Source: an optimization exercise on an open RTL-to-GDS flow (aim: small area, a short achievable clock period and few clock cycles). Production flows keep margins and buffers that such runs may drop.
No functional check of the RTL was part of any run shown here.
Power is estimated from default activity; no workload was simulated.

==> flow/design.v (outline; a module is shown in full before it is edited, if it fits) <==
// module md_unit_iter: 698 lines
module md_unit_iter #(
    parameter int WIDTH   = 32,
    parameter int MUL_LAT = 5
) (
    input  logic             clk,
    input  logic             reset,
    input  logic             start,
    input  logic [3:0]       op,
    input  logic [WIDTH-1:0] rs_val,
    input  logic [WIDTH-1:0] rt_val,
    input  logic             flush,
    output logic             busy,
    output logic             done,
    output logic [WIDTH-1:0] hi,
    output logic [WIDTH-1:0] lo
);
  // ...
==> flow/flow/run.sh <==
#!/bin/bash
set -euo pipefail
MARGIN=$(cat flow/margin.txt)
bash standard.sh SETUP_SLACK_MARGIN=$MARGIN REMOVE_ABC_BUFFERS=1 TNS_END_PERCENT=0 ABC_AREA=1 \
    "BUFFER_PORTS_ARGS=-buffer_cell sky130_fd_sc_hd__buf_4" finish > standard_make.log 2>&1
==> flow/flow/margin.txt <==
9.0
==> flow/standard.sh <==
#!/bin/bash
# synth_recipe.tcl (not shown) runs the flow's synth.tcl, then flattens the netlist and writes it again
# the make line also repeats each setting of config.mk as NAME=value (left out here)
make -C /OpenROAD-flow-scripts/flow DESIGN_CONFIG=/design/flow/config.mk WORK_HOME=/design/flow/orfs CLKGATE_MAP_FILE= SYNTH_SCRIPT=/design/flow/synth_recipe.tcl "${@:-finish}"
==> flow/config.mk <==
export PLATFORM = sky130hd
export DESIGN_NAME = md_unit_iter
export DESIGN_NICKNAME = md_unit_iter
export VERILOG_FILES = /design/flow/design.v
export SDC_FILE = /design/flow/constraint.sdc
export NUM_CORES = 4
export LEC_CHECK = 0
export CAP_MARGIN = 20
export CORE_MARGIN = 2
export CORE_UTILIZATION = 40
export SLEW_MARGIN = 20
==> flow/constraint.sdc <==
create_clock -name core_clock -period 13.0 [get_ports {clk}]
set_input_delay 2.6000 -clock core_clock [delete_from_list [all_inputs] [get_ports {clk}]]
set_output_delay 2.6000 -clock core_clock [all_outputs]
set_load 0.01 [all_outputs]
==> metrics.yaml, run 1 <==
global_route:
  antenna_found_initial: 12
yosys:
  synth_top_area_share_pct: 14.7
  synth_xor_area_share_pct: 7.52
  async_reset_ff_share_pct: 26.4
  synthTopCellsByArea: "fa_1, nand2_1, dfxtp_1"
  synth_cells: 4927
  synth_edf_count: 10
final_layout:
  final_nets: 5404
  fin_area_um2: 38300
  fill_cells: 8488
  mostFrequentLayoutCells: "nand2_1, inv_1, o21ai_0"
  inv_count: 775
  nMultiInputCombCells: 3590
  seqCellArea_um2: 5950
  nonClkBufAreaFrac_pct: 8.52
  n_sequential_cell: 269
route:
  drcViolationCount: 0
  wl_um: 192000
power_and_ir_drop:
  internal_power_w: 0.00368
  power_frac_clock_pct: 13.3
  total_power_w: 0.00832
  seq_power_w: 0.00140
  comb_power_w: 0.00582
outcome:
  status: "no timing/DRC/antenna violations"
clocking:
  cts_buffers: 37
  cts_tree: "built"
timing:
  whs_ns: 0.415
  setup_viol: 0
place:
  place_ws_ns: 7.36
  dp.cells: 5911
worst_setup_path:
  startpoint: "xr[12]"
  critPathSlowestCell: "fa_1"
  critical_path.cell_chain: "inv_2 -> buf_6 -> o22ai_1 -> xor2_1 -> fa_1 -> inv_1 -> fa_1 -> fa_1 -> inv_1 -> fa_1 -> nor2_1 -> a21oi_2 -> o2111ai_4"
  cp_top_family: "adder cells"
  crit_required_ns: 13.39
  cpMostUsedCell: "fa_1"
  critPathCaptureType: "flop"
floorplanning:
  row_count: 104
==> run 2: changes to the inputs <==
--- a/flow/design.v
+++ b/flow/design.v
@@ -11,17 +11,17 @@
     input  logic             flush,
     output logic             busy,
     output logic             done,
     output logic [WIDTH-1:0] hi,
     output logic [WIDTH-1:0] lo
 );
     localparam logic [63:0] KOFF = 64'hAAAAAAAC00000000;
     localparam logic [34:0] KROW = 35'(KOFF >> 34);
-    logic        st_mul, st_mfin, st_dprep, st_dalgn, st_diter;
+    logic        st_mul, st_mfin, st_dprep, st_diter;
     logic        busy_q, done_q;
     logic [31:0] hi_q, lo_q;
     logic [2:0]  mstep;                   
     logic [2:0]  acc_s;                   
     logic [5:0]  dcnt;                    
     logic        d_lastq;                 
     logic [32:0] xr;
     logic [34:0] ysh;
@@ -590,33 +590,31 @@
         m = v;
         m = m | (m >> 1);
         m = m | (m >> 2);
         m = m | (m >> 4);
         m = m | (m >> 8);
         m = m | (m >> 16);
         smear = m;
     endfunction
-    logic        q_neg;
-    logic [31:0] a_raw, b_raw, ta, tb, ma, sa;
-    logic [5:0]  za, zb, s_est;
-    logic        b_zero, q_zero, d_fast;
+    logic        q_neg, i_an, i_bn;
+    logic [31:0] a_raw, b_raw, ita, itb, ima, isa;
+    logic [5:0]  za_q, zb_q, s_est;
+    logic        bz_q, qz_q, d_fast;
     assign a_raw  = xr[31:0];
     assign b_raw  = ysh[32:1];
     assign q_neg  = a_neg ^ b_neg;
-    assign ta     = a_raw ^ {32{a_neg}};           
-    assign tb     = b_raw ^ {32{b_neg}};           
-    assign za     = clz32(ta);
-    assign zb     = clz32(tb);
-    assign s_est  = zb - za + 6'(a_neg);           
-    assign ma     = smear(ta);
-    assign sa     = a_neg ? {ma[30:0], 1'b1} : ma;
-    assign q_zero = |(tb & ~sa);
-    assign b_zero = (b_raw == 32'd0);
-    assign d_fast = b_zero | q_zero;
+    assign i_an   = in_sgn & rs_val[31];
+    assign i_bn   = in_sgn & rt_val[31];
+    assign ita    = rs_val ^ {32{i_an}};           
+    assign itb    = rt_val ^ {32{i_bn}};           
+    assign ima    = smear(ita);
+    assign isa    = i_an ? {ima[30:0], 1'b1} : ima;
+    assign s_est  = zb_q - za_q + 6'(a_neg);       
+    assign d_fast = bz_q | qz_q;
     logic [34:0] dt, r_nx;
     logic        dz, d_take;
     logic [31:0] q_nx, qm_nx;
     assign dt     = pa + pb + 35'(f_dsub);
     assign dz     = (((pa ^ pb) ^ {(pa[33:0] | pb[33:0]), f_dsub}) == 35'd0);
     assign d_take = a_neg ? (dt[34] | dz) : ~dt[34];
     assign r_nx   = d_take ? dt : pa;
     assign q_nx   = {ysh[30:0], d_take};
@@ -629,67 +627,68 @@
     logic        wr_hi, wr_lo, st_idle;
     logic [31:0] hi_d, lo_d;
     assign st_idle = !busy_q;
     assign wr_hi = !flush & ((accept & (op == 4'd8)) | fin_m | fin_df | fin_dl);
     assign wr_lo = !flush & ((accept & (op == 4'd9)) | fin_m | fin_df | fin_dl);
     assign hi_d  = ({32{st_idle}} & rs_val) | ({32{fin_m}} & mres[39:8]) |
                    ({32{fin_df}} & a_raw) | ({32{fin_dl}} & r_nx[31:0]);
     assign lo_d  = ({32{st_idle}} & rs_val) | ({32{fin_m}} & {mres[7:0], ysh[34:11]}) |
-                   ({32{fin_df & b_zero}}) | ({32{fin_dl}} & (q_neg ? ~qm_nx : q_nx));
+                   ({32{fin_df & bz_q}}) | ({32{fin_dl}} & (q_neg ? ~qm_nx : q_nx));
     always_ff @(posedge clk or negedge reset) begin
         if (!reset) begin
             st_mul   <= 1'b0;
             st_mfin  <= 1'b0;
             st_dprep <= 1'b0;
-            st_dalgn <= 1'b0;
             st_diter <= 1'b0;
             busy_q   <= 1'b0;
             done_q   <= 1'b0;
             hi_q     <= '0;
             lo_q     <= '0;
         end else begin
             done_q   <= fin;
             st_mul   <= !flush & ((accept & in_mul) | (st_mul & !mstep[2]));
             st_mfin  <= !flush & st_mul & mstep[2];
             st_dprep <= !flush & accept & in_div;
-            st_dalgn <= !flush & st_dprep & !d_fast;
-            st_diter <= !flush & (st_dalgn | (st_diter & !d_lastq));
+            st_diter <= !flush & ((st_dprep & !d_fast) | (st_diter & !d_lastq));
             busy_q   <= !flush & ((accept & (in_mul | in_div)) | (busy_q & !fin));
             if (wr_hi)
                 hi_q <= hi_d;
             if (wr_lo)
                 lo_q <= lo_d;
         end
     end
     logic [12:0] g_next;
     logic [34:0] pb_al;
     assign g_next = ysh[24:12];
-    assign pb_al  = (pb << dcnt) | ({35{f_dsub}} & ~({35{1'b1}} << dcnt));
+    assign pb_al  = ({{3{b_neg}}, b_raw} << s_est) ^ {35{f_dsub}};
     always_ff @(posedge clk) begin
         cs <= sum_v[11:0];
         cc <= car_v[11:0];
         cy <= st_mul & !mstep[0] & piece[12];
         pa <= ({35{st_mul}} & {1'b0, sum_v[45:12]}) | ({35{st_dprep}} & {{3{a_neg}}, a_raw}) |
-              ({35{st_dalgn}} & pa) | ({35{st_diter}} & r_nx);
+              ({35{st_diter}} & r_nx);
         pb <= ({35{st_mul}} & {1'b0, car_v[45:12]}) |
-              ({35{st_dprep}} & ({{3{b_neg}}, b_raw} ^ {35{f_dsub}})) |
-              ({35{st_dalgn}} & pb_al) | ({35{st_diter}} & {pb[34], pb[34:1]});
+              ({35{st_dprep}} & pb_al) | ({35{st_diter}} & {pb[34], pb[34:1]});
         ysh <= ({35{st_idle}} & {{2{in_sgn & rt_val[31]}}, rt_val, 1'b0}) |
                ({35{st_mul}} & {mstep[0] ? {12{ysh[34]}} : piece[11:0], ysh[34:12]}) |
                ({35{st_diter}} & {3'b0, q_nx});
         xr <= ({33{st_idle}} & {in_sgn & rs_val[31], rs_val}) | ({33{st_mul}} & xr) |
-              {33{st_dprep | st_dalgn}} | ({33{st_diter}} & {1'b0, qm_nx});
+              {33{st_dprep}} | ({33{st_diter}} & {1'b0, qm_nx});
         {b_ng, b_two, b_one} <= st_idle ? benc({rt_val[11:0], 1'b0}, op[2] & op[1])
                                         : benc(g_next, f_sub);
         mstep <= st_idle ? 3'b001 : {mstep[1:0], 1'b0};
         acc_s <= st_idle ? {2'b0, op[2]} : {acc_s[1:0], 1'b0};
-        dcnt  <= st_dprep ? s_est : st_dalgn ? dcnt : dcnt - 6'd1;
-        d_lastq <= st_dalgn ? (dcnt == 6'd0) : (dcnt == 6'd1);
+        dcnt  <= st_dprep ? s_est : dcnt - 6'd1;
+        d_lastq <= st_dprep ? (s_est == 6'd0) : (dcnt == 6'd1);
         if (st_idle) begin
+            za_q   <= clz32(ita);
+            zb_q   <= clz32(itb);
+            bz_q   <= (rt_val == 32'd0);
+            qz_q   <= |(itb & ~isa);
             f_sub  <= op[2] & op[1];
             f_dsub <= ~(in_sgn & (rs_val[31] ^ rt_val[31]));
             a_neg  <= in_div & in_sgn & rs_val[31];
             b_neg  <= in_div & in_sgn & rt_val[31];
         end
     end
     assign busy = busy_q;
     assign done = done_q;
==> metrics.yaml, run 2 <==
outcome:
  status: "no timing/DRC/antenna violations"
worst_setup_path:
  cp.arrival_ns: 4.56
  start_kind: "flop"
  crit_required_ns: 13.38  # about the same
  worstSetupPathType: "flop to flop"
  critPathCaptureType: "flop"
  reg2reg_depth: 14
  path_max_fanout: 33
place:
  hpwl_um: 116000
  placed_area_um2: 33200
  io_buffers: 137
  place_congestion: 1.03
  dp.cells: 5513  # -6.7%
yosys:
  synth_cells: 4561  # -7.4%
  synth_ff_type: "dfxtp_1"
  synthTopCellsByCount: "nand2_1, inv_1, nor2_1"
  synth_edf_count: 18  # +8
  seq_area_frac_synth_pct: 19.5
  ys_ff_latch: 282
  async_reset_ff_share_pct: 24.8  # -1.6 points
  synth_warnings: 1
  netlist-cell-type-count: 61
  synth_top_area_share_pct: 15.2  # +0.49 points
  synth.avg_cell_area_um2: 6.94
  synth_area_leader_cell: "fa_1"
  syn_area_um2: 31700
  synth_most_common_cell: "nand2_1"
  synthTopCellsByArea: "fa_1, nand2_1, dfxtp_1"
timing:
  worst_pin_slew_ns: 1.17
  rsz0062_at_grt: "yes"
  clock.fmax_mhz: 239
  whs_ns: 0.404  # -0.0109 ns
  period_share_pct: 32.2
  max_slew_margin_pct: 21.9
  slew_viol_final: 0
  setup_viol: 0  # unchanged
  hold_viol_final: 0
  min_period_ns: 4.19
  skew_ns: 0.0369
  setup_tns_ns: 0
global_route:
  grtUsageMet1_pct: 45.8
  grt_usage_pct: 36.1
  grt_pass1_wl_um: 217000
  grt_max_degree: 82
  grtUsageMet3_pct: 13.1
  grt_pass1_vias: 31309
  grt_overflow_total: 0
  antenna_found_initial: 14  # +2
  met2_usage_pct: 53.6
  global_route.peak_usage_layer: "met2"
final_layout:
  layout-drive-gt1-share_pct: 11.0
  final_cells: 5652
  reg_top3: "pa: 35 flops, pb: 35 flops, ysh: 35 flops"
  final_nets: 4974  # -8.0%
  area_growth_pct: 12.5
  fin_area_um2: 35600  # -6.9%
  mostFrequentLayoutCells: "nand2_1, inv_1, nor2_1"
  final_common_cell: "nand2_1"
min_path:
  holdCritPathClass: "flop to flop"
  holdPathStages: 2
route:
  firstDrtPassIters: 9
  wl_um: 152000  # -21%
  first_iter_violations: 4771
  antenna_left: 0
  wl_per_cell_um: 26.9
  drcViolationCount: 0  # unchanged
  vias_per_cell: 5.93
  via_count: 33492
clocking:
  clk_latency_ns: 0.60
  clk_path_buf_depth: 3
  cts.htree.levels: 2
  postCtsHoldBufs: 0
  cts_buffers: 37  # unchanged
  clkSinkCount: 282
  cts_tree: "built"
  clk_pin_slew_worst_paths_ns: 0.06
  cts-root-buf: "clkbuf_16"
floorplanning:
  row_count: 103  # -0.96%
  core_area_um2: 78600
  start_util_pct: 40.3
  die_w_um: 285
  die_h_um: 285
  die_area_um2: 81400
  io_pins: 138
power_and_ir_drop:
  total_power_w: 0.00756  # -9.2%
  vdd_ir_drop_max_mv: 0.159
  power.leakage_nw: 16.2
  power_density_nw_per_um2: 212
job:
  drv_cap: 0
run 2: logic make-up after synthesis:
group                      synth area share (%)
AOI/OAI and AO/OA                          18.9
xor gates and xnor gates                   8.15
adders and majority gates                  18.9
buffers and inverters                      11.5
DFF                                        19.5
muxes                                     0.352
and+or+nand+nor                            22.7
run 2: path summary, 6_finish.rpt:
check,start,end,slack [ns]
hold reg to reg,mstep[1],mstep[2],0.40
hold / removal,mstep[1],mstep[2],0.40
setup / recovery,za_q[0],pb[14],8.81
min in group asynchronous,reset,hi_q[16],1.87
max in group asynchronous,reset,st_mul,9.87
setup reg to reg,za_q[0],pb[14],8.81
run 2: repair_timing:
item                       4_1_cts  5_1_grt
pin swaps                        2       31
buffers inserted                 3       49
setup endpoints to repair      155      159
gates cloned                     3        9
gates resized for setup         27      119
run 2: where the power goes:
part           internal (W)  switching [W]
clock              0.000637       0.000464
combinational       0.00187        0.00322
sequential          0.00110       0.000268
total               0.00361        0.00395
run 2: per-stage QoR:
stage,utilization (%),setup slack [ns]
detailed placement,42.2,7.79
global route,45.3,8.74
floorplan,-,8.06
finish,45.3,8.81
global placement,42.2,7.80
CTS,44.0,8.80
run 2: critical path, stage by stage, from the launching register on:
cell        delay (ns)
edfxtp_1          0.49
ha_1              0.32
inv_1             0.04
ha_1              0.20
fa_1              0.54
buf_4             0.34
clkinvlp_4        0.23
buf_12            0.19
mux2i_1           0.14
o21ai_1           0.35
nand2_1           0.09
nand2_1           0.16
nand2_1           0.09
o21ai_0           0.48
o221ai_1          0.29
run 2: cell type report:
cell class / count / area (µm²)
Multi-Input combinational cell: 3361 / 22400
Timing Repair inverter: 4 / 25.0
Clock inverter: 14 / 145
Tap cell: 1050 / 1310
Sequential cell: 282 / 6180
Timing Repair Buffer: 251 / 2020
Clock buffer: 54 / 1110
Fill cell: 8172 / 43000
Inverter: 630 / 2390
Antenna cell: 6 / 15.0
run 2: per-layer routing:
| layer | vias to the layer above | part of all wire (%) |
|---|---|---|
| li1 | 14862 | - |
| met2 | 2195 | 42 |
| met3 | 514 | 13 |
| met4 | 18 | 6.7 |
| met5 | - | 0.071 |
| met1 | 15903 | 38 |

==> port drivers added, routing unchanged <==
In the flow no input, the clock included, has a driving cell. The finished layouts below were timed again as built, in two steps.
Step 1 (the two cells are an assumption about what drives the block):
set clk [get_ports {clk}]
set_driving_cell -lib_cell sky130_fd_sc_hd__clkbuf_16 $clk
set_driving_cell -lib_cell sky130_fd_sc_hd__buf_2 [delete_from_list [all_inputs] $clk]
Step 2, shift: input delay + t, output delay - t, t = (earliest + latest rising clock arrival at the registers) / 2. This alone moves slack from input paths to output paths.
Three values: ideal ports, drivers, drivers and shift; two values: the first two.
run	t (ns)	slack for setup (ns)	hold slack, ns
run 1	0.672	8.841 / 8.841 / 8.240	0.415 / 0.415 / 0.415
run 2	0.643	8.813 / 8.813 / 8.201	0.404 / 0.404 / 0.404
After both steps setup and hold are still met in every run listed. For run 2, which loses most, drivers alone change the setup slack by 0.000 ns; drivers and shift together by -0.612 ns.
